Background: an optimization exercise with open tools, aiming at small area, a short achievable clock period and few clock cycles. Do not read the settings as production practice.
No functional check of the RTL was part of any run shown here.
Power and IR drop assume default switching activity.

`flow/design.v`:
```
package sme_pkg;
    typedef logic [7:0] char_t;
    localparam char_t char_any   = 8'h2E;  
    localparam char_t char_head  = 8'h5E;  
    localparam char_t char_tail  = 8'h24;  
    localparam char_t char_space = 8'h20;
    typedef enum logic [1:0] {
        st_idle = 2'd0,
        st_scan = 2'd1,
        st_done = 2'd2
    } engine_state_t;
endpackage
module sme #(
    parameter int max_string_len  = 32,
    parameter int max_pattern_len = 8
) (
    input  logic                                 clk,
    input  logic                                 reset,
    input  sme_pkg::char_t                       chardata,
    input  logic                                 isstring,
    input  logic                                 ispattern,
    output logic                                 valid,
    output logic                                 match,
    output logic [$clog2(max_string_len)-1:0]    match_index
);
    localparam int N     = max_string_len;
    localparam int P     = max_pattern_len;
    localparam int idx_w = $clog2(N);
    localparam int len_w = $clog2(N + 1);
    localparam int cnt_w = $clog2(P + 1);
    sme_pkg::char_t   mem [N];
    logic [len_w-1:0] str_len;
    logic             isstring_d;
    logic             s_first;   
    logic [N:0]   at_len;    
    logic [N-1:0] in_str;    
    logic [N-1:0] is_sp;     
    logic [N-1:0] eq;        
    logic [N-1:0] we;
    assign s_first = isstring && !isstring_d;
    always_comb begin
        for (int j = 0; j <= N; j++) at_len[j] = (str_len == len_w'(j));
        for (int j = 0; j < N; j++) begin
            in_str[j] = (str_len > len_w'(j));
            is_sp[j]  = (mem[j] == sme_pkg::char_space);
            eq[j]     = (mem[j] == chardata);
            we[j]     = at_len[j];
        end
        we[0] = at_len[0] || s_first;
    end
    always_ff @(posedge clk or posedge reset) begin
        if (reset) begin
            isstring_d <= 1'b0;
            str_len    <= '0;
        end else begin
            isstring_d <= isstring;
            if (isstring) begin
                if (!isstring_d) str_len <= len_w'(1);
                else if (str_len != len_w'(N)) str_len <= str_len + 1'b1;
            end
        end
    end
    always_ff @(posedge clk) begin
        for (int j = 0; j < N; j++) begin
            if (we[j]) mem[j] <= chardata;
        end
    end
    logic [N:0]       e_vec;
    logic [cnt_w-1:0] raw_cnt;    
    logic             had_head;   
    logic             head_pend;
    logic             last_tail;  
    logic             tail_found;
    logic [idx_w-1:0] tail_pos;   
    logic             over;       
    logic r_first, c_dot, c_head, c_tail, head_first;
    logic [N:0] pre, cur, step_ok, e_next, head_ok, tail_mask, tail_vec;
    logic [cnt_w-1:0] core_cnt;   
    assign r_first    = (raw_cnt == '0);
    assign c_dot      = (chardata == sme_pkg::char_any);
    assign c_head     = (chardata == sme_pkg::char_head);
    assign c_tail     = (chardata == sme_pkg::char_tail);
    assign head_first = r_first && c_head;
    assign core_cnt   = raw_cnt - cnt_w'(had_head);
    always_comb begin
        pre = e_vec | {(N+1){r_first}};
        head_ok[0] = 1'b1;
        for (int j = 1; j <= N; j++) head_ok[j] = in_str[j-1] && is_sp[j-1];
        cur = pre & ((head_pend && !r_first) ? head_ok : '1);
        for (int j = 0; j < N; j++) begin
            step_ok[j]   = cur[j] && in_str[j];
            tail_mask[j] = at_len[j] || (in_str[j] && is_sp[j]);
        end
        step_ok[N]   = 1'b0;
        tail_mask[N] = at_len[N];
        e_next[0] = 1'b0;
        for (int j = 1; j <= N; j++) e_next[j] = step_ok[j-1] && (c_dot || eq[j-1]);
        tail_vec = cur & tail_mask;
    end
    function automatic logic [idx_w-1:0] first_set(input logic [N+1:0] v);
        first_set = '0;
        for (int j = N + 1; j >= 0; j--) begin
            if (v[j]) first_set = idx_w'(j);
        end
    endfunction
    always_ff @(posedge clk) begin
        if (!ispattern) begin
            raw_cnt <= '0;
        end else if (raw_cnt != cnt_w'(P)) begin
            raw_cnt <= raw_cnt + 1'b1;
        end
        over <= ispattern && (raw_cnt == cnt_w'(P));
    end
    always_ff @(posedge clk) begin
        e_vec      <= e_next | {(N+1){head_first}};
        had_head   <= r_first ? head_first : had_head;
        head_pend  <= head_first;
        last_tail  <= c_tail;
        tail_found <= |tail_vec;
        tail_pos   <= first_set({tail_vec, 1'b0});
    end
    logic             res_found;
    logic [idx_w-1:0] res_pos;
    assign res_found = last_tail ? tail_found : (head_pend || (|e_vec));
    assign res_pos   = last_tail ? tail_pos : (head_pend ? '0 : first_set({1'b0, e_vec}));
    always_ff @(posedge clk or posedge reset) begin
        if (reset) begin
            valid <= 1'b0;
        end else begin
            valid <= !ispattern && (raw_cnt != '0);
        end
    end
    always_ff @(posedge clk) begin
        if (!over) begin
            match       <= res_found;
            match_index <= res_found ? res_pos - idx_w'(core_cnt) : '0;
        end
    end
endmodule
```
`flow/flow/run.sh`:
```
#!/bin/bash
# Standard ORFS layout, with repair_timing aiming for extra setup slack.
set -euo pipefail
bash standard.sh SETUP_SLACK_MARGIN=6.85 finish > standard_flow.log 2>&1
```
`flow/standard.sh`:
```
#!/bin/bash
# synth_recipe.tcl (not shown) runs the flow's synth.tcl, then flattens the netlist and writes it again
# the make line also repeats each setting of config.mk as NAME=value (left out here)
make -C /OpenROAD-flow-scripts/flow DESIGN_CONFIG=/design/flow/config.mk WORK_HOME=/design/flow/orfs CLKGATE_MAP_FILE= SYNTH_SCRIPT=/design/flow/synth_recipe.tcl "${@:-finish}"
```
`flow/config.mk`:
```
export PLATFORM = sky130hd
export DESIGN_NAME = sme
export DESIGN_NICKNAME = sme
export VERILOG_FILES = /design/flow/design.v
export SDC_FILE = /design/flow/constraint.sdc
export NUM_CORES = 4
export LEC_CHECK = 0
export CAP_MARGIN = 20
export CORE_MARGIN = 2
export CORE_UTILIZATION = 55
export CTS_BUF_LIST = sky130_fd_sc_hd__clkbuf_4 sky130_fd_sc_hd__clkbuf_8
export CTS_CLUSTER_DIAMETER = 60
export CTS_CLUSTER_SIZE = 16
export SLEW_MARGIN = 20
```
`flow/constraint.sdc`:
```
create_clock -name core_clock -period 10.0 [get_ports {clk}]
set_input_delay 2.0000 -clock core_clock [delete_from_list [all_inputs] [get_ports {clk}]]
set_output_delay 2.0000 -clock core_clock [all_outputs]
set_load 0.01 [all_outputs]
```
==> results of run 1 <==
## final cells by class
type | instances | area (um2)
Fill cell | 2320 | 10500
Clock buffer | 37 | 484
Clock inverter | 14 | 140
Antenna cell | 1 | 2.50
Multi-Input combinational cell | 949 | 6660
Tap cell | 378 | 473
Inverter | 32 | 130
Timing Repair Buffer | 56 | 569
Sequential cell | 316 | 9010
## cells in the final DEF (no fill, tap or decap), types with 5 or more instances in the layout
cell	n
sky130_fd_sc_hd__or3_1	8
sky130_fd_sc_hd__clkbuf_8	33
sky130_fd_sc_hd__o211ai_1	5
sky130_fd_sc_hd__o31ai_1	8
sky130_fd_sc_hd__nand2_1	100
sky130_fd_sc_hd__nand2b_1	6
sky130_fd_sc_hd__nand4_1	36
sky130_fd_sc_hd__inv_1	26
sky130_fd_sc_hd__and2_1	8
sky130_fd_sc_hd__nor3_1	12
sky130_fd_sc_hd__nor2_4	13
sky130_fd_sc_hd__nor2_1	72
sky130_fd_sc_hd__dfxtp_1	39
sky130_fd_sc_hd__buf_12	6
sky130_fd_sc_hd__nor4_1	66
sky130_fd_sc_hd__ha_1	9
sky130_fd_sc_hd__nor2_2	9
sky130_fd_sc_hd__a21oi_1	66
sky130_fd_sc_hd__and3_1	12
sky130_fd_sc_hd__edfxtp_1	263
sky130_fd_sc_hd__a21oi_2	10
sky130_fd_sc_hd__buf_4	30
sky130_fd_sc_hd__nor2b_1	6
sky130_fd_sc_hd__o21a_1	5
sky130_fd_sc_hd__o21ai_0	34
sky130_fd_sc_hd__dfxtp_2	5
sky130_fd_sc_hd__o21ai_1	32
sky130_fd_sc_hd__xnor2_1	122
sky130_fd_sc_hd__nor4b_1	31
sky130_fd_sc_hd__a22oi_1	5
sky130_fd_sc_hd__nand3_1	22
sky130_fd_sc_hd__a21o_1	12
sky130_fd_sc_hd__o22ai_1	6
sky130_fd_sc_hd__buf_6	7
sky130_fd_sc_hd__xor2_1	137
sky130_fd_sc_hd__buf_2	7
## worst min-delay path: cells and delay by family (launching register included)
family | cells | cell delay (ps)
flops | 1 | 370
compound gates | 1 | 60
simple gates | 1 | 70
## routing by layer
layer / GRT usage [%] / up-vias
li1: - / 5028
met1: 40.2 / 5427
met2: 43.5 / 474
met3: 4.79 / 108
met4: 11.3 / 2
met5: 0 / -
## worst max path at each step
stage	to	slack, ps
finish	tail_found$_DFF_P_	6720
floorplan	e_vec[28]$_DFF_P_	6570
detailed placement	e_vec[25]$_DFF_P_	5900
global route	tail_found$_DFF_P_	6750
CTS	tail_pos[2]$_SDFF_PP0_	6770
global placement	mem[0][5]$_DFFE_PP_	5880
## synthesized netlist by cell type (4+ instances only)
cell,count
sky130_fd_sc_hd__a211oi_1,5
sky130_fd_sc_hd__nand2_1,101
sky130_fd_sc_hd__nand2b_1,6
sky130_fd_sc_hd__o31ai_1,11
sky130_fd_sc_hd__o22ai_1,7
sky130_fd_sc_hd__nand3_1,24
sky130_fd_sc_hd__ha_1,13
sky130_fd_sc_hd__dfrtp_1,8
sky130_fd_sc_hd__inv_1,29
sky130_fd_sc_hd__edfxtp_1,263
sky130_fd_sc_hd__nor2_1,90
sky130_fd_sc_hd__buf_6,8
sky130_fd_sc_hd__buf_1,12
sky130_fd_sc_hd__buf_2,9
sky130_fd_sc_hd__nor3_1,15
sky130_fd_sc_hd__and3_1,13
sky130_fd_sc_hd__a22oi_1,5
sky130_fd_sc_hd__nor4_1,67
sky130_fd_sc_hd__clkbuf_1,34
sky130_fd_sc_hd__or3_1,9
sky130_fd_sc_hd__and2_1,9
sky130_fd_sc_hd__nor2b_1,7
sky130_fd_sc_hd__or2_2,4
sky130_fd_sc_hd__o21ai_1,13
sky130_fd_sc_hd__xnor2_1,124
sky130_fd_sc_hd__o21ai_0,54
sky130_fd_sc_hd__a21o_1,12
sky130_fd_sc_hd__o21a_1,5
sky130_fd_sc_hd__dfxtp_1,45
sky130_fd_sc_hd__o211ai_1,5
sky130_fd_sc_hd__nand4_1,36
sky130_fd_sc_hd__a21oi_1,74
sky130_fd_sc_hd__xor2_1,138
sky130_fd_sc_hd__nor4b_1,33
sky130_fd_sc_hd__o21bai_1,6
## metrics by stage
step	setup slack, ps	cells	util [%]
after CTS	6770	1777	61.4
final	6720	1783	62.4
after floorplan	6570	1360	-
after global placement	5880	1708	57.8
after detailed placement	5900	1708	57.8
after global routing	6750	1783	62.4
## power breakdown
part	switching, mW	internal (mW)	total, mW	leakage, nW
logic	0.216	0.122	0.338	2.73
clock network	0.468	0.359	0.827	0.325
registers	0.0235	1.46	1.49	2.86
## cell families after synthesis
logic type,count (synthesis),share of synthesized area [%]
fa+ha+maj,14,1.16
simple gates,442,15.2
buf+inv,95,2.72
xor+xnor,262,14.6
compound gates,229,9.02
mux,2,0.127
flops,316,57.2
## state kept, by name, indices dropped and copies added, names as in the netlist, 4 cells and up
signal	cells
raw_cnt	4
str_len	6
tail_pos	5
mem	256
e_vec	33
match_index	5
## repair_timing
item / CTS / global route
hold buffers: 0 / 0
cloned: 0 / 1
gates resized for setup: 102 / 49
setup buffers: 18 / 4
pin swaps: 25 / 17
setup endpoints to repair: 51 / 42
==> run summary, run 1 <==
----------------------------------------------------
[STA]
  Slew margin rel. ... 41.9%
  Post-route clock period utilization ... 32.8%
  Accumulated negative setup slack ... 0 ps
  Timing-limited maximum frequency ... 0.305 GHz
  Unrepaired setup endpoints after global routing ... true
  Max Transition Viols Final ... 0
  Worst clock skew ... roughly 44 ps
  Worst Max-Slew Pin Slew ... 869 ps
  Number of hold violations in the final report ... 0
  Number of endpoints failing setup at the final stage ... 0
  Minimum clock period after layout ... 3280 ps
  Hold WS ... 546 ps

[Placement]
  PortBufs ... 18
  Final HPWL DP ... just under 30 mm
  Routability congestion estimate ... 1.07
  Cell area after placement ... 16200 um2

[Route]
  Total number of vias ... 11000
  Uppermost routed layer ... met5
  Average routed wire per standard cell ... 24.3 um
  Drt initial violations ... 917
  Number of antenna-violating nets in the routed design ... 0
  Routed wire length ... around 43 mm
  Post-route DRC ... 0
  WL met1 ... ~19 mm
  Vias per inst ... 6.19
  Detailed-routing iteration count for the pre-antenna-repair pass ... 5
  Routed wl met3 ... 3.15 mm
  Met2 WL post-DR ... just under 20 mm

[Critical path]
  Critical path class ... reg -> reg
  Buffers plus inverters on the worst setup path ... 1
  Worst reg2reg startpoint ... raw_cnt[0]$_SDFFE_PN0P_
  CP peak stage delay ... between 500 and 600 ps
  Reg-to-reg endpoint ... tail_found$_DFF_P_
  Most used cell along the critical path ... sky130_fd_sc_hd__nand2_1
  Family with the most delay on the worst path ... simple AND/OR/NAND/NOR gates
  Arrival time of data at the critical path endpoint ... 3770 ps
  CP max-delay cell ... sky130_fd_sc_hd__or4b_1
  Maximum net fanout on the critical path ... 8
  List of cells traversed by the critical path ... inv_1 > ha_1 > nand2_4 > nand2_1 > o22ai_1 > nor2_1 > or4_4 > nor2_4 > nand2_1 > or4b_1
  CP startpoint kind ... flop
  Slack of the worst reg-to-reg path ... 6720 ps
  Capturing element type of the critical path ... flop
  CP startpoint ... raw_cnt[0]$_SDFFE_PN0P_
  Critical Path RT ... 10490 ps
  R2r worst-path depth ... 10
  Stages on the worst setup path ... 10

[Global routing]
  GRT Util Overall ... 28.3%
  Vias in the first global route ... 10700
  Wire length of the first global-routing pass ... 64.9 mm
  Initial antenna violation count ... 1
  Maximum number of pins on one net before global-route repair ... 54
  Gr ovfl total ... 0

[Synth]
  Primary flip-flop cell chosen by synthesis mapping ... sky130_fd_sc_hd__edfxtp_1
  Number of enable flip-flop cells after synthesis ... 263
  Seq/Total Area, Yosys ... 57.2%
  Syn Std Cell Area ... 15700 um2
  Synthesis warning total ... 2
  Area share of the leading cell type in the synthesized netlist ... 50.2%
  Avg Cell Area, Syn ... 11.6 um2
  Synth cell types ... 77
  Top area cells in the synthesized netlist ... sky130_fd_sc_hd__edfxtp_1 (50%), sky130_fd_sc_hd__xor2_1 (7.7%), sky130_fd_sc_hd__xnor2_1 (6.9%), sky130_fd_sc_hd__dfxtp_1 (5.7%), sky130_fd_sc_hd__nor4_1 (2.7%)
  Net count of the mapped netlist ... 1386
  Cell type with the largest total area after synthesis ... sky130_fd_sc_hd__edfxtp_1
  Cell count after synthesis ... 1360
  Register bit total from synthesis ... around 320
  Async SR Flop Fraction ... approximately 2.5%

[Hold path]
  Hold path startpoint ... raw_cnt[1]$_SDFFE_PN0P_
  Worst min-delay path endpoint ... raw_cnt[1]$_SDFFE_PN0P_
  Type of the worst min-delay path ... reg -> reg
  Number of stages on the worst hold path ... 2

[Cells and area]
  Post-layout net count ... 1410
  Layout-stage area growth over the synthesis result ... 11.1%
  Proportion of layout cells with a drive suffix above 1 ... between 10% and 20%
  Final non-filler cell area ... approximately 17000 um2

[Clock tree]
  Total clock sinks ... 316
  H-tree levels ... 1
  Maximum number of buffers from clock root to sink ... 3
  Clk pin slew, worst setup/hold paths ... approximately 90 ps
  Number of clock buffers inserted by TritonCTS ... 29
  Clk root buf ... sky130_fd_sc_hd__clkbuf_8
  Clock latency of the later-clocked register in the worst-skew pair ... about 620 ps
  Clock tree from TritonCTS ... done

[Pwr]
  Power per cell area ... 152 nW/um2
  Final Power ... 2.65 mW
  Leak ... 5.92 nW
  Worst voltage drop across the vdd grid ... 146 uV

[Floorplanning]
  Width of the die ... 173 um
  Number of rows created at floorplan ... 61
  Vert. Die Dim ... 173 um
  Floorplan Core Area ... around 28000 um2
  Die Area ... ~30000 um2
  Initial standard-cell utilization of the core ... a little under three fifths
  I/O pin count ... 19

[Run]
  Number of maximum-capacitance constraint violations ... 0

[Outcome]
  Outcome ... timing/DRC/antenna clean

----------------------------------------------------
==> run 2: changes to the inputs <==
--- a/flow/design.v
+++ b/flow/design.v
@@ -67,7 +67,7 @@
     end
     logic [N:0]       e_vec;
     logic [cnt_w-1:0] raw_cnt;    
-    logic             had_head;   
+    logic [cnt_w-1:0] core_cnt;   
     logic             head_pend;
     logic             last_tail;  
     logic             tail_found;
@@ -75,13 +75,13 @@
     logic             over;       
     logic r_first, c_dot, c_head, c_tail, head_first;
     logic [N:0] pre, cur, step_ok, e_next, head_ok, tail_mask, tail_vec;
-    logic [cnt_w-1:0] core_cnt;   
+    logic [cnt_w-1:0] core_pre;
     assign r_first    = (raw_cnt == '0);
     assign c_dot      = (chardata == sme_pkg::char_any);
     assign c_head     = (chardata == sme_pkg::char_head);
     assign c_tail     = (chardata == sme_pkg::char_tail);
     assign head_first = r_first && c_head;
-    assign core_cnt   = raw_cnt - cnt_w'(had_head);
+    assign core_pre   = r_first ? '0 : core_cnt;
     always_comb begin
         pre = e_vec | {(N+1){r_first}};
         head_ok[0] = 1'b1;
@@ -97,11 +97,24 @@
         for (int j = 1; j <= N; j++) e_next[j] = step_ok[j-1] && (c_dot || eq[j-1]);
         tail_vec = cur & tail_mask;
     end
-    function automatic logic [idx_w-1:0] first_set(input logic [N+1:0] v);
-        first_set = '0;
-        for (int j = N + 1; j >= 0; j--) begin
-            if (v[j]) first_set = idx_w'(j);
+    function automatic logic [idx_w-1:0] first_set(input logic [35:0] v);
+        logic [8:0] any;
+        logic [1:0] low [9];
+        logic [8:0] pick;
+        logic [8:0] seen;
+        logic [5:0] pos;
+        for (int g = 0; g < 9; g++) begin
+            any[g] = |v[4*g +: 4];
+            low[g] = v[4*g] ? 2'd0 : v[4*g+1] ? 2'd1 : v[4*g+2] ? 2'd2 : 2'd3;
         end
+        seen[0] = 1'b0;
+        for (int g = 1; g < 9; g++) seen[g] = seen[g-1] | any[g-1];
+        pick = any & ~seen;
+        pos = '0;
+        for (int g = 0; g < 9; g++) begin
+            pos = pos | ({6{pick[g]}} & {4'(g), low[g]});
+        end
+        first_set = pos[idx_w-1:0];
     endfunction
     always_ff @(posedge clk) begin
         if (!ispattern) begin
@@ -113,16 +126,16 @@
     end
     always_ff @(posedge clk) begin
         e_vec      <= e_next | {(N+1){head_first}};
-        had_head   <= r_first ? head_first : had_head;
+        core_cnt   <= core_pre + cnt_w'(!head_first);
         head_pend  <= head_first;
         last_tail  <= c_tail;
         tail_found <= |tail_vec;
-        tail_pos   <= first_set({tail_vec, 1'b0});
+        tail_pos   <= first_set({2'b00, tail_vec, 1'b0});
     end
     logic             res_found;
     logic [idx_w-1:0] res_pos;
     assign res_found = last_tail ? tail_found : (head_pend || (|e_vec));
-    assign res_pos   = last_tail ? tail_pos : (head_pend ? '0 : first_set({1'b0, e_vec}));
+    assign res_pos   = last_tail ? tail_pos : (head_pend ? '0 : first_set({3'b000, e_vec}));
     always_ff @(posedge clk or posedge reset) begin
         if (reset) begin
             valid <= 1'b0;
==> flow/flow/run.sh (replaced) <==
#!/bin/bash
# Standard ORFS layout, with repair_timing aiming for extra setup slack.
set -euo pipefail
bash standard.sh SETUP_SLACK_MARGIN=7 finish > standard_flow.log 2>&1
==> run 2 against run 1 <==
Against the previous run: still clean on timing, DRC and antenna; critical path depth increased by 5; synthesized cell count grew 1.2%; final cell count increased by 4.5%; synthesized area increased by 1.5%; count of clock-buffer cells in the layout fell by 5; highest routed layer is now met4.
==> run summary, run 2 <==
----------------------------------------------------
[Cells and area]
  Commonest non-fill, non-tap cells in the layout ... sky130_fd_sc_hd__edfxtp_1 (262), sky130_fd_sc_hd__xnor2_1 (180), sky130_fd_sc_hd__nor2_1 (87), sky130_fd_sc_hd__xor2_1 (82), sky130_fd_sc_hd__buf_4 (69)
  Most common cell after layout, fill and taps aside ... sky130_fd_sc_hd__edfxtp_1
  # diodes ... 0
  Final Core Density ... 66.5%
  Layout-stage area growth over the synthesis result ... 19.1%
  Post-layout net count ... 1487
  Register with the most flip-flops ... mem
  Registers with the most flip-flops ... mem: 256 flops, e_vec: 33 flops, str_len: 6 flops
  FILL cells ... 2162
  Multi-input logic area ... 7030 um2
  Layout Cells excl Fill ... 1864
  Proportion of layout cells with a drive suffix above 1 ... 19.3%
  Flip-flop count of the largest register, all copies and words added ... 256
  Register Area ... 9080 um2

[Critical path]
  Capturing element type of the critical path ... flop
  Family with the most delay on the worst path ... simple AND/OR/NAND/NOR gates
  CP peak stage delay ... roughly 390 ps
  Critical path class ... reg -> reg
  Arrival time of data at the critical path endpoint ... 3510 ps
  Buffers plus inverters on the worst setup path ... 2
  Reg-to-reg endpoint ... match_index[3]$_SDFFCE_PN0N_
  Slack of the worst reg-to-reg path ... roughly 6800 ps
  Worst reg2reg startpoint ... e_vec[6]$_DFF_P_
  CP max-delay cell ... sky130_fd_sc_hd__nor4_4
  Maximum net fanout on the critical path ... 4
  R2r worst-path depth ... 15
  List of cells traversed by the critical path ... nor4_4 > buf_4 > nand4b_1 > buf_4 > nor3_2 > nor3_2 > o31ai_4 > a21oi_2 > o311ai_2 > a22o_1 > ha_1 > a21o_1 > a21oi_2 > xor2_1 > nor2_1
  CP startpoint kind ... flop
  Critical Path RT ... 10360 ps

[Clock tree]
  Total clock sinks ... 319
  H-tree levels ... 1
  Clk root buf ... sky130_fd_sc_hd__clkbuf_8
  Clock latency of the later-clocked register in the worst-skew pair ... about 630 ps
  Maximum number of buffers from clock root to sink ... 3
  Clk pin slew, worst setup/hold paths ... 100 ps
  Clock tree from TritonCTS ... done
  Number of clock buffers inserted by TritonCTS ... 29

[Synth]
  Async SR Flop Fraction ... 2.51%
  Avg Cell Area, Syn ... 11.6 um2
  Cell type with the largest total area after synthesis ... sky130_fd_sc_hd__edfxtp_1
  Syn Std Cell Area ... 16000 um2
  Post-synth top cells ... sky130_fd_sc_hd__edfxtp_1 (262), sky130_fd_sc_hd__xnor2_1 (181), sky130_fd_sc_hd__nor2_1 (96)
  Register bit total from synthesis ... between 300 and 400
  Net count of the mapped netlist ... 1401
  Primary flip-flop cell chosen by synthesis mapping ... sky130_fd_sc_hd__edfxtp_1
  Number of enable flip-flop cells after synthesis ... 262
  Synthesis warning total ... 4
  Synth cell types ... 80
  Top area cells in the synthesized netlist ... sky130_fd_sc_hd__edfxtp_1 (49%), sky130_fd_sc_hd__xnor2_1 (9.9%), sky130_fd_sc_hd__dfxtp_1 (6.1%), sky130_fd_sc_hd__xor2_1 (4.5%), sky130_fd_sc_hd__nor4_1 (2.3%)
  Area share of the leading cell type in the synthesized netlist ... 49.2%
  Library cell with the highest instance count after synthesis ... sky130_fd_sc_hd__edfxtp_1
  Seq/Total Area, Yosys ... between 50 and 60%
  Cell count after synthesis ... approximately 1400

[STA]
  Hold WS ... 494 ps
  Worst Max-Slew Pin Slew ... about 850 ps
  Post-route clock period utilization ... between 30% and 40%
  Slew margin rel. ... between 40% and 50%
  Worst clock skew ... 32.9 ps
  Accumulated negative setup slack ... 0 ps
  Number of hold violations in the final report ... 0
  Timing-limited maximum frequency ... 0.317 GHz
  Number of endpoints failing setup at the final stage ... 0
  Max Transition Viols Final ... 0
  Unrepaired setup endpoints after global routing ... true
  Minimum clock period after layout ... 3150 ps

[Floorplanning]
  Vert. Die Dim ... 174 um
  Width of the die ... 174 um
  Initial standard-cell utilization of the core ... 55.8%
  Number of rows created at floorplan ... 62
  Floorplan Core Area ... 28600 um2
  I/O pin count ... 19
  Die Area ... roughly 30000 um2

[Run]
  Number of maximum-capacitance constraint violations ... 0

[Placement]
  PortBufs ... 18
  DP Cell Count ... 1727
  Routability congestion estimate ... 0.971
  Final HPWL DP ... between 20 and 30 mm

[Route]
  Average routed wire per standard cell ... 25.7 um
  Drt initial violations ... around 1100
  Detailed-routing iteration count for the pre-antenna-repair pass ... 6
  Number of antenna-violating nets in the routed design ... 0
  Total number of vias ... 11700
  Routed wire length ... roughly 48 mm
  Vias per inst ... roughly 6.3
  Post-route DRC ... 0

[Pwr]
  Worst voltage drop across the vdd grid ... 112 uV
  Power per cell area ... 154 nW/um2
  Leak ... 6.44 nW

[Hold path]
  Number of stages on the worst hold path ... 2
  Hold path startpoint ... raw_cnt[1]$_SDFFE_PN0P_
  Type of the worst min-delay path ... reg -> reg
  Worst min-delay path endpoint ... raw_cnt[1]$_SDFFE_PN0P_

[Global routing]
  Gr ovfl total ... 0
  Vias in the first global route ... 11600
  Initial antenna violation count ... 0
  Maximum number of pins on one net before global-route repair ... 47
  Wire length of the first global-routing pass ... 70.9 mm
  GRT Util Overall ... 31.0%

[Outcome]
  Outcome ... timing/DRC/antenna clean

----------------------------------------------------
==> run 2: worst min-delay path: stages (launching register included) <==
cell and delay (ps):
sky130_fd_sc_hd__dfxtp_2 340, sky130_fd_sc_hd__nand2_1 50, sky130_fd_sc_hd__a21boi_0 70
==> run 2: cell families after synthesis <==
| logic type | count (synthesis) | share of synthesized area, % |
|---|---|---|
| AOI/OAI and AO/OA | 240 | 9.96 |
| xor gates and xnor gates | 263 | 14.4 |
| adders and majority gates | 13 | 1.07 |
| buffers and inverters | 114 | 2.85 |
| DFF | 319 | 56.6 |
| and+or+nand+nor | 427 | 15.1 |
==> run 2: area by class of cell <==
class	instances	area share, %
clock inverter	17	0.980
timing repair buffer	126	8.68
inverter	42	0.927
tap	384	2.52
sequential	319	47.7
clock buffer	32	2.25
multi-input combinational	944	36.9
==> run 2: stage by stage <==
| stage | cell area (um2) | setup WS, ps | power, mW |
|---|---|---|---|
| floorplan | 16000 | 6580 | 1.83 |
| global placement | 16500 | 5660 | 1.96 |
| detailed placement | 16500 | 5640 | 1.97 |
| CTS | 18600 | 6840 | 2.89 |
| global route | 19000 | 6750 | 3.03 |
| finish | 19000 | 6850 | 2.93 |
==> run 2: routing by layer <==
metal | track usage, % | vias to the layer above | routed length (um)
met5 | 0 | - | 0
met4 | 12.9 | 0 | 2250
met3 | 4.31 | 159 | 3500
met2 | 49.4 | 545 | 22100
met1 | 42.9 | 5710 | 20200
li1 | - | 5300 | -
==> run 2: timing repair <==
| item | 4_1_cts | 5_1_grt |
|---|---|---|
| buffers inserted | 51 | 20 |
| setup endpoints to repair | 61 | 57 |
| pin swaps | 43 | 29 |
| cloned | 14 | 3 |
| hold buffers | 0 | 0 |
| gates resized for setup | 197 | 44 |
==> run 2: where the power goes <==
group	switching, mW	total, mW	internal, mW
sequential	0.0284	1.52	1.49
clock	0.468	0.822	0.353
combinational	0.342	0.588	0.245
total	0.839	2.93	2.09
==> run 2: worst max-delay path by stage <==
stage	startpoint	cells past startpoint	slack, ps	end
floorplan	chardata[4]	6	6580	e_vec[3]$_DFF_P_
CTS	match_index[4]$_SDFFCE_PN0N_	1	6840	match_index[4]
global placement	chardata[5]	8	5660	e_vec[4]$_DFF_P_
detailed placement	chardata[5]	8	5640	e_vec[4]$_DFF_P_
finish	e_vec[6]$_DFF_P_	15	6850	match_index[3]$_SDFFCE_PN0N_
global route	e_vec[6]$_DFF_P_	15	6750	match_index[3]$_SDFFCE_PN0N_
==> run 3: changes to the inputs <==
--- a/flow/design.v
+++ b/flow/design.v
@@ -68,7 +68,6 @@
     logic [N:0]       e_vec;
     logic [cnt_w-1:0] raw_cnt;    
     logic [cnt_w-1:0] core_cnt;   
-    logic             head_pend;
     logic             last_tail;  
     logic             tail_found;
     logic [idx_w-1:0] tail_pos;   
@@ -86,7 +85,7 @@
         pre = e_vec | {(N+1){r_first}};
         head_ok[0] = 1'b1;
         for (int j = 1; j <= N; j++) head_ok[j] = in_str[j-1] && is_sp[j-1];
-        cur = pre & ((head_pend && !r_first) ? head_ok : '1);
+        cur = pre;
         for (int j = 0; j < N; j++) begin
             step_ok[j]   = cur[j] && in_str[j];
             tail_mask[j] = at_len[j] || (in_str[j] && is_sp[j]);
@@ -125,17 +124,16 @@
         over <= ispattern && (raw_cnt == cnt_w'(P));
     end
     always_ff @(posedge clk) begin
-        e_vec      <= e_next | {(N+1){head_first}};
+        e_vec      <= head_first ? head_ok : e_next;
         core_cnt   <= core_pre + cnt_w'(!head_first);
-        head_pend  <= head_first;
         last_tail  <= c_tail;
         tail_found <= |tail_vec;
         tail_pos   <= first_set({2'b00, tail_vec, 1'b0});
     end
     logic             res_found;
     logic [idx_w-1:0] res_pos;
-    assign res_found = last_tail ? tail_found : (head_pend || (|e_vec));
-    assign res_pos   = last_tail ? tail_pos : (head_pend ? '0 : first_set({3'b000, e_vec}));
+    assign res_found = last_tail ? tail_found : (|e_vec);
+    assign res_pos   = last_tail ? tail_pos : first_set({3'b000, e_vec});
     always_ff @(posedge clk or posedge reset) begin
         if (reset) begin
             valid <= 1'b0;
==> run 3 against run 2 <==
Against the previous run: still clean; global-route usage fell by 0.78 points; via count fell by 2.5%; synthesized area fell by 1.9%; maximum frequency down 5.1%; worst hold slack improved by 13 ps; count of clock-buffer cells in the layout increased by 7; critical path depth fell by 1; register-to-register slack worse by 170 ps; critical path type unchanged; largest cell class unchanged; largest power group unchanged.
==> run summary, run 3 <==
----------------------------------------------------
[Outcome]
  Outcome ... timing/DRC/antenna clean

[Placement]
  Final HPWL DP ... 26.8 mm
  DP Cell Count ... 1676
  Cell area after placement ... 16200 um2
  Routability congestion estimate ... around 0.95
  PortBufs ... 18

[Global routing]
  Gr ovfl total ... 0
  Initial antenna violation count ... 0
  GRT Util Overall ... between 30% and 40%
  Maximum number of pins on one net before global-route repair ... between 40 and 50
  Wire length of the first global-routing pass ... 68.7 mm
  Vias in the first global route ... between 10000 and 15000

[Synth]
  Register bit total from synthesis ... 319
  Async SR Flop Fraction ... 2.51%
  Library cell with the highest instance count after synthesis ... sky130_fd_sc_hd__edfxtp_1
  Avg Cell Area, Syn ... 11.8 um2
  Top area cells in the synthesized netlist ... sky130_fd_sc_hd__edfxtp_1 (50%), sky130_fd_sc_hd__xor2_1 (11%), sky130_fd_sc_hd__dfxtp_1 (6.3%), sky130_fd_sc_hd__xnor2_1 (3.8%), sky130_fd_sc_hd__nor4_1 (3.7%)
  Synth cell types ... 74
  Syn Std Cell Area ... 15700 um2
  Area share of the leading cell type in the synthesized netlist ... 50.2%
  Post-synth top cells ... sky130_fd_sc_hd__edfxtp_1 (262), sky130_fd_sc_hd__xor2_1 (195), sky130_fd_sc_hd__nor2_1 (104)
  Synthesis warning total ... 4
  Seq/Total Area, Yosys ... 57.7%
  Cell type with the largest total area after synthesis ... sky130_fd_sc_hd__edfxtp_1
  Number of enable flip-flop cells after synthesis ... between 200 and 300
  Cell count after synthesis ... 1332
  Net count of the mapped netlist ... 1356
  Primary flip-flop cell chosen by synthesis mapping ... sky130_fd_sc_hd__edfxtp_1

[Critical path]
  CP max-delay cell ... sky130_fd_sc_hd__or4_4
  Slack of the worst reg-to-reg path ... 6680 ps
  Critical path class ... reg -> reg
  Arrival time of data at the critical path endpoint ... around 3700 ps
  List of cells traversed by the critical path ... or4_4 > nor4bb_4 > buf_4 > nor4b_1 > nor4_1 > nand3_1 > o21ai_2 > ha_2 > fa_2 > inv_1 > a21o_1 > a21oi_1 > xor2_1 > nor2_1
  Family with the most delay on the worst path ... simple AND/OR/NAND/NOR gates
  CP startpoint kind ... flop
  Buffers plus inverters on the worst setup path ... 2
  Critical Path RT ... approximately 10000 ps
  CP peak stage delay ... 530 ps
  R2r worst-path depth ... 14
  Critical path destination ... match_index[4]$_SDFFCE_PN0N_
  Stages on the worst setup path ... 14
  Capturing element type of the critical path ... flop
  Maximum net fanout on the critical path ... 5
  Reg-to-reg endpoint ... match_index[4]$_SDFFCE_PN0N_
  CP startpoint ... e_vec[10]$_DFF_P_
  Worst reg2reg startpoint ... e_vec[10]$_DFF_P_

[Pwr]
  Leak ... 6.52 nW
  Power per cell area ... 152 nW/um2
  Worst voltage drop across the vdd grid ... 150 uV

[STA]
  Worst clock skew ... 31.1 ps
  Accumulated negative setup slack ... 0 ps
  Number of hold violations in the final report ... 0
  Number of endpoints failing setup at the final stage ... 0
  Slew margin rel. ... 37.7%
  Hold WS ... 507 ps
  Worst Max-Slew Pin Slew ... 921 ps
  Unrepaired setup endpoints after global routing ... true
  Post-route clock period utilization ... 33.2%
  Max Transition Viols Final ... 0
  Minimum clock period after layout ... approximately 3300 ps
  Timing-limited maximum frequency ... roughly 0.30 GHz

[Route]
  Drt initial violations ... 1098
  Vias per inst ... between 6 and 7
  Post-route DRC ... 0
  Routed wire length ... 46.7 mm
  Number of antenna-violating nets in the routed design ... 0
  Total number of vias ... 11400
  Detailed-routing iteration count for the pre-antenna-repair pass ... 5
  Average routed wire per standard cell ... 25.7 um

[Cells and area]
  Flip-flop count of the largest register, all copies and words added ... between 200 and 300
  Register with the most flip-flops ... mem
  Final non-filler cell area ... 18800 um2
  Layout-stage area growth over the synthesis result ... 20.3%
  Most common cell after layout, fill and taps aside ... sky130_fd_sc_hd__edfxtp_1
  Multi-input logic area ... 6790 um2
  Commonest non-fill, non-tap cells in the layout ... sky130_fd_sc_hd__edfxtp_1 (262), sky130_fd_sc_hd__xor2_1 (195), sky130_fd_sc_hd__nor2_1 (95), sky130_fd_sc_hd__nor4_1 (70)
  # diodes ... 0
  Post-layout net count ... approximately 1400
  Layout Cells excl Fill ... 1819
  FILL cells ... between 2000 and 2500
  Register Area ... ~9100 um2
  Registers with the most flip-flops ... mem: 256 flops, e_vec: 33 flops, str_len: 6 flops
  Proportion of layout cells with a drive suffix above 1 ... 19.1%

[Floorplanning]
  Initial standard-cell utilization of the core ... 56.1%
  Die Area ... 29900 um2
  Vert. Die Dim ... 173 um
  I/O pin count ... 19
  Number of rows created at floorplan ... ~60
  Floorplan Core Area ... 27900 um2
  Width of the die ... 173 um

[Clock tree]
  Clk pin slew, worst setup/hold paths ... around 110 ps
  H-tree levels ... 1
  Clock latency of the later-clocked register in the worst-skew pair ... 630 ps
  Clk root buf ... sky130_fd_sc_hd__clkbuf_8
  Total clock sinks ... 319
  Clock tree from TritonCTS ... done
  Maximum number of buffers from clock root to sink ... 3
  Number of clock buffers inserted by TritonCTS ... 28

[Hold path]
  Type of the worst min-delay path ... reg -> reg

[Run]
  Number of maximum-capacitance constraint violations ... 0

----------------------------------------------------
-- run 3: how the worst min path moves through the flow --
stage          cells past startpoint                     from                       to
2_1_floorplan                      2      core_cnt[2]$_DFF_P_      core_cnt[2]$_DFF_P_
3_3_place_gp                       2      core_cnt[2]$_DFF_P_      core_cnt[2]$_DFF_P_
3_5_place_dp                       2      core_cnt[2]$_DFF_P_      core_cnt[2]$_DFF_P_
4_1_cts                            2  raw_cnt[1]$_SDFFE_PN0P_  raw_cnt[1]$_SDFFE_PN0P_
5_1_grt                            2  raw_cnt[1]$_SDFFE_PN0P_  raw_cnt[1]$_SDFFE_PN0P_
6_report                           2  raw_cnt[1]$_SDFFE_PN0P_  raw_cnt[1]$_SDFFE_PN0P_
-- run 3: logic make-up (layout without fill, tap and decap cells) --
kind of cell    after synthesis  after routing  share of synthesized area (%)
simple gates                436            437                           15.9
flops                       319            319                           57.7
compound gates              197            197                           7.94
fa+ha+maj                    12             12                           1.01
xor+xnor                    263            263                           14.7
mux                           4              4                          0.271
buf+inv                     101            209                           2.48
-- run 3: stage by stage --
stage | power (mW) | setup WS [ps] | utilization (%)
after floorplan | 1.72 | 6300 | -
after global placement | 1.82 | 5310 | 58.1
after detailed placement | 1.82 | 5150 | 58.2
after CTS | 2.84 | 6700 | 65.2
after global routing | 2.95 | 6510 | 67.5
final | 2.86 | 6680 | 67.5
-- run 3: report_power, final --
part / leakage (nW) / total, mW / switching [mW] / internal [mW]
Sequential: 2.88 / 1.50 / 0.0248 / 1.48
Clock: 0.386 / 0.972 / 0.471 / 0.501
Combinational: 3.25 / 0.389 / 0.233 / 0.156
-- run 3: layout make-up --
cell class                 count  share of cell area, %
inverter                      36                  0.717
tap                          378                   2.51
timing repair buffer         121                   8.64
clock inverter                13                   1.49
sequential                   319                   48.1
multi-input combinational    913                   36.0
clock buffer                  39                   2.52
-- run 3: layer usage --
| layer | vias to the layer above | wire length [um] | global-route usage, % |
|---|---|---|---|
| li1 | 5140 | - | - |
| met1 | 5648 | 20100 | 43.7 |
| met2 | 535 | 21400 | 47.9 |
| met3 | 93 | 4040 | 5.28 |
| met4 | 0 | 1190 | 7.49 |
| met5 | - | 0 | 0 |
-- run 3: worst register-to-register path, delay by kind of cell (launching register included) --
kind | cells | cell delay, ps
AO/OA/AOI/OAI | 3 | 270
buffers and inverters | 2 | 240
flip-flops | 1 | 380
AND/OR/NAND/NOR | 6 | 1480
XOR/XNOR | 1 | 130
adder cells (fa/ha/maj) | 2 | 560
-- run 3: what timing repair did --
| action | in CTS | in global routing |
|---|---|---|
| hold endpoints to repair | 0 | 0 |
| hold buffers | 0 | 0 |
| gates cloned | 10 | 3 |
| pin swaps | 32 | 39 |
| resized for setup | 149 | 62 |
| buffers inserted | 51 | 27 |
| endpoints found under the setup margin | 60 | 53 |

separate check: timing with driven ports:
The flow's constraints put no driver on any port. The routed layouts listed below were extracted and timed again, unchanged, in two steps. Step 1, drivers: a clkbuf_16 drives clk and a buf_2 each remaining input, both assumed. Step 2 also shifts input and output timing later by t, the mid clock arrival at the registers, as if the neighbouring blocks saw the same clock. Three values: no drivers, after step 1, after step 2; two values: the first two.
run	t (ns)	slack for setup (ns)	worst setup path at the end
run 1	0.647	6.717 / 6.717 / 6.267	input to register
run 2	0.663	6.846 / 6.821 / 6.188	input to register
run 3	0.665	6.677 / 6.677 / 6.093	input to register
After both steps every run listed still meets setup and hold. For run 2, which loses most, drivers alone change the setup slack by -0.025 ns; drivers and shift together by -0.658 ns.
